This is an optimization exercise on Yosys and OpenROAD, whose aim is small area, not a production implementation.

trial 74:
==> flow/design.v <==
package cpu_pkg;
    typedef logic signed [16-1:0] word_t;
    typedef logic [12-1:0] pc_t;
    typedef logic [16-1:0] instr_t;
    typedef logic [4-1:0] reg_addr_t;
    typedef logic [12-1:0] data_addr_t;
    typedef enum logic [2:0] {
        st_fetch,
        st_fetch_wait,
        st_execute,
        st_mem,
        st_mem_wait,
        st_halt
    } ctrl_state_t;
endpackage
`timescale 1ns/10ps
module cpu_top (
    input  logic                clk,
    input  logic                rst_n,
    output logic                fetch_req,
    output cpu_pkg::pc_t        fetch_addr,
    input  logic                fetch_valid,
    input  cpu_pkg::instr_t     fetch_instr,
    output logic                mem_rd_req,
    output logic                mem_wr_req,
    output cpu_pkg::data_addr_t mem_addr,
    output cpu_pkg::word_t      mem_wdata,
    input  logic                mem_rvalid,
    input  cpu_pkg::word_t      mem_rdata,
    input  logic                mem_wack,
    output logic                retire,
    output logic                halted
);
    localparam logic [2:0] S_CLR  = 3'd0;    
    localparam logic [2:0] S_F    = 3'd1;    
    localparam logic [2:0] S_FW   = 3'd2;    
    localparam logic [2:0] S_E1   = 3'd3;    
    localparam logic [2:0] S_E2   = 3'd4;    
    localparam logic [2:0] S_W    = 3'd5;    
    localparam logic [2:0] S_LW   = 3'd6;    
    localparam logic [2:0] S_HALT = 3'd7;
    logic [3:0] ph;
    logic [2:0] state;
    logic [2:0] state_next;
    logic       dpend;        
    logic       ir_ok;        
    logic       ir_rdy;       
    logic [15:0] ir;
    logic ph0, ph15;
    assign ph0  = (ph == 4'd0);
    assign ph15 = (ph == 4'd15);
    always_ff @(posedge clk or negedge rst_n) begin
        if (!rst_n) ph <= 4'd0;
        else        ph <= ph + 4'd1;
    end
    logic is_jmp, is_beq, is_mem, is_load, is_store, is_alu, is_sub, is_mul, is_slt;
    assign is_jmp   = ir[15] && !ir[13];
    assign is_beq   = ir[15] && ir[13];
    assign is_mem   = !ir[15] && ir[14];
    assign is_load  = is_mem && ir[13];
    assign is_store = is_mem && !ir[13];
    assign is_alu   = !ir[15] && !ir[14];
    assign is_sub   = (ir[13] == ir[0]);
    assign is_mul   = ir[13] && !ir[0];
    assign is_slt   = ir[13] && ir[0];
    logic in_clr, in_f, in_fw, in_e1, in_e2, in_w, in_lw, in_halt;
    assign in_clr  = (state == S_CLR);
    assign in_f    = (state == S_F);
    assign in_fw   = (state == S_FW);
    assign in_e1   = (state == S_E1);
    assign in_e2   = (state == S_E2);
    assign in_w    = (state == S_W);
    assign in_lw   = (state == S_LW);
    assign in_halt = (state == S_HALT);
    logic [15:0] rb0;         
    logic        rs_bit, rt_bit;
    logic        we_any;
    logic        wbit;
    logic [3:0]  wsel;
    assign rs_bit = rb0[ir[12:9]];
    assign rt_bit = rb0[ir[8:5]];
    assign wsel   = ir[14] ? ir[8:5] : ir[4:1];
    for (genvar r = 0; r < 16; r++) begin : g_ring
        logic        we_r;
        logic [15:0] q;
        assign we_r   = in_clr || (we_any && (wsel == 4'(r)));
        assign rb0[r] = q[0];
        always_ff @(posedge clk) begin
            q <= {(we_r ? wbit : q[0]), q[15:1]};
        end
    end
    logic [15:0] pcq;
    logic        pc_we;
    logic        pc_wbit;
    logic        pc_bit;
    assign pc_bit     = pcq[0];
    assign fetch_addr = pcq[11:0];
    always_ff @(posedge clk) begin
        pcq <= {(pc_we ? pc_wbit : pcq[0]), pcq[15:1]};
    end
    logic imm_bit;
    logic jt_bit;
    logic [15:0] jvec;
    assign imm_bit = ph[3] || ph[2] ? ir[4] : ir[ph[1:0]];
    assign jvec    = {ir[12:9], ir[12:1]};
    assign jt_bit  = jvec[ph];
    logic c;
    logic add_a, add_b, cin0, cin, sum, cout;
    assign add_a = (in_f || in_e2) ? pc_bit : rs_bit;
    assign add_b = in_f ? 1'b0 : ((in_e2 || is_mem) ? imm_bit : (rt_bit ^ is_sub));
    assign cin0  = in_f || (is_alu && is_sub && !in_e2);
    assign cin   = ph0 ? cin0 : c;
    assign sum   = add_a ^ add_b ^ cin;
    assign cout  = (add_a & add_b) | (add_a & cin) | (add_b & cin);
    always_ff @(posedge clk) begin
        c <= cout;
    end
    logic flag;
    logic eqbit;
    logic lt;
    assign eqbit = (rs_bit == rt_bit);
    assign lt    = (rs_bit != rt_bit) ? rs_bit : sum;
    always_ff @(posedge clk) begin
        if (in_e1) flag <= is_beq ? ((ph0 || flag) && eqbit) : lt;
    end
    logic [15:0] tq;
    logic [15:0] tu;
    logic        tshift;
    assign tu     = mem_rvalid ? mem_rdata : tq;
    assign tshift = !(in_e2 || in_lw || (in_e1 && is_load));
    always_ff @(posedge clk) begin
        tq <= tshift ? {rt_bit, tu[15:1]} : tu;
    end
    assign mem_wdata = {tq[3:0], tq[15:4]};
    logic [14:0] acc;
    logic [14:0] mp;
    logic        mb;
    assign mb = rs_bit && in_e2;
    assign mp = acc + (mb ? tq[14:0] : 15'd0);
    always_ff @(posedge clk) begin
        acc <= {((in_e1 && is_mem) ? sum : (mb && tq[15])), mp[14:1]};
    end
    assign mem_addr = acc[14:3];
    logic avail;
    assign avail  = mem_rvalid || !dpend;
    assign we_any = (in_e1 && is_alu && !ir[13])
                 || (in_e2 && is_alu)
                 || (in_w && (!ph0 || avail));
    assign wbit   = in_clr ? 1'b0
                  : in_w   ? tu[0]
                  : in_e2  ? (ir[0] ? (ph0 && flag) : mp[0])
                  : sum;
    assign pc_we   = in_clr || in_f || (in_e1 && is_jmp) || (in_e2 && is_beq);
    assign pc_wbit = in_clr ? 1'b0 : (in_e1 ? jt_bit : sum);
    logic go;
    assign go = ir_rdy && !(is_mem && dpend);
    always_comb begin
        state_next = state;
        case (state)
            S_CLR:  if (ph15) state_next = S_F;
            S_F: begin
                if (ph0 && pcq[11]) state_next = S_HALT;
                else if (ph15)      state_next = go ? S_E1 : S_FW;
            end
            S_FW:   if (ph15 && go) state_next = S_E1;
            S_E1: begin
                if (ph15) begin
                    if (is_load)                              state_next = S_W;
                    else if (is_alu && ir[13])                state_next = S_E2;
                    else if (is_beq && flag && eqbit)         state_next = S_E2;
                    else                                      state_next = S_F;
                end
            end
            S_E2:   if (ph15) state_next = S_F;
            S_W: begin
                if (ph0 && !avail) state_next = S_LW;
                else if (ph15)     state_next = S_F;
            end
            S_LW:   if (ph15 && (!dpend || mem_rvalid)) state_next = S_W;
            default: state_next = S_HALT;
        endcase
    end
    always_ff @(posedge clk or negedge rst_n) begin
        if (!rst_n) begin
            state   <= S_CLR;
            dpend   <= 1'b0;
        end else begin
            state <= state_next;
            if (mem_rd_req || mem_wr_req)       dpend <= 1'b1;
            else if (mem_rvalid || mem_wack)    dpend <= 1'b0;
        end
    end
    always_ff @(posedge clk) begin
        if (fetch_valid) ir <= fetch_instr;
        if (fetch_req)        ir_ok <= 1'b0;
        else if (fetch_valid) ir_ok <= 1'b1;
        if (ph == 4'd11)      ir_rdy <= ir_ok;
    end
    assign fetch_req  = in_f && ph0 && !pcq[11];
    assign mem_rd_req = in_e1 && is_load && (ph == 4'd12);
    assign mem_wr_req = in_e1 && is_store && (ph == 4'd12);
    assign retire     = ph15 && (in_e1 || in_e2 || in_w) && (state_next == S_F);
    assign halted     = in_halt && !dpend;
endmodule
export LEC_CHECK = 0
export CAP_MARGIN = 20
export CORE_MARGIN = 2
export CORE_UTILIZATION = 40
export PLACE_DENSITY = 0.6
export SLEW_MARGIN = 20
create_clock -name core_clock -period 10.0 [get_ports {clk}]
standard.sh (not shown) runs the stock make flow with config.mk's settings and CLKGATE_MAP_FILE= SYNTH_SCRIPT=/design/flow/synth_recipe.tcl, a recipe that flattens the netlist after the stock synthesis.
==> flow/flow/run.sh <==
#!/bin/bash
# Standard ORFS layout, with plain buf_1 port buffers and no CTS dummy loads.
set -euo pipefail
export BUFFER_PORTS_ARGS="-buffer_cell sky130_fd_sc_hd__buf_1"
export CTS_ARGS="-sink_clustering_enable -repair_clock_nets -dont_use_dummy_load -buf_list sky130_fd_sc_hd__clkbuf_8"
bash standard.sh > flow.log 2>&1
Input-level comparison between trial 60 and trial 74:
==> flow/flow/run.sh <==
#!/bin/bash
# Standard ORFS layout, with plain buf_1 port buffers and no CTS dummy loads.
set -euo pipefail
export BUFFER_PORTS_ARGS="-buffer_cell sky130_fd_sc_hd__buf_1"
export CTS_ARGS="-sink_clustering_enable -repair_clock_nets -dont_use_dummy_load"
bash standard.sh > flow.log 2>&1
[summary]
- Layout overhead on the synthesized area came out higher on trial 60 than on trial 74.
- Delta (trial 60 minus trial 74): final design utilization picked up an extra 0.32 points, synthesized cell count neither gained nor lost much, share of cell area taken by multi-input logic gates lost 0.17 points.
- Comparing trial 74 and trial 60, the higher fraction of the cycle the final worst path needs was measured on trial 60.
- Between trial 74 and trial 60, global-route usage decreased.
Function was not checked in any run of this note: the RTL went through the layout flow alone.

static timing again, ports no longer ideal:
In the flow no input, the clock included, has a driving cell. The finished layouts below were timed again as built, in two steps.
Step 1, drivers: a clkbuf_16 drives clk and a buf_2 each remaining input, both assumed.
Step 2 also shifts input and output timing later by t, the mid clock arrival at the registers, as if the neighbouring blocks saw the same clock.
Three values: no drivers, after step 1, after step 2; two values: the first two.
| run | shift t [ns] | setup slack, ns | worst data-port slew with drivers (ns) |
|---|---|---|---|
| trial 74 | 0.572 | 5.278 / 5.240 / 5.805 | 0.08 |
| trial 60 | 0.567 | 5.261 / 5.218 / 5.785 | 0.08 |
After both steps every run listed still meets setup and hold.
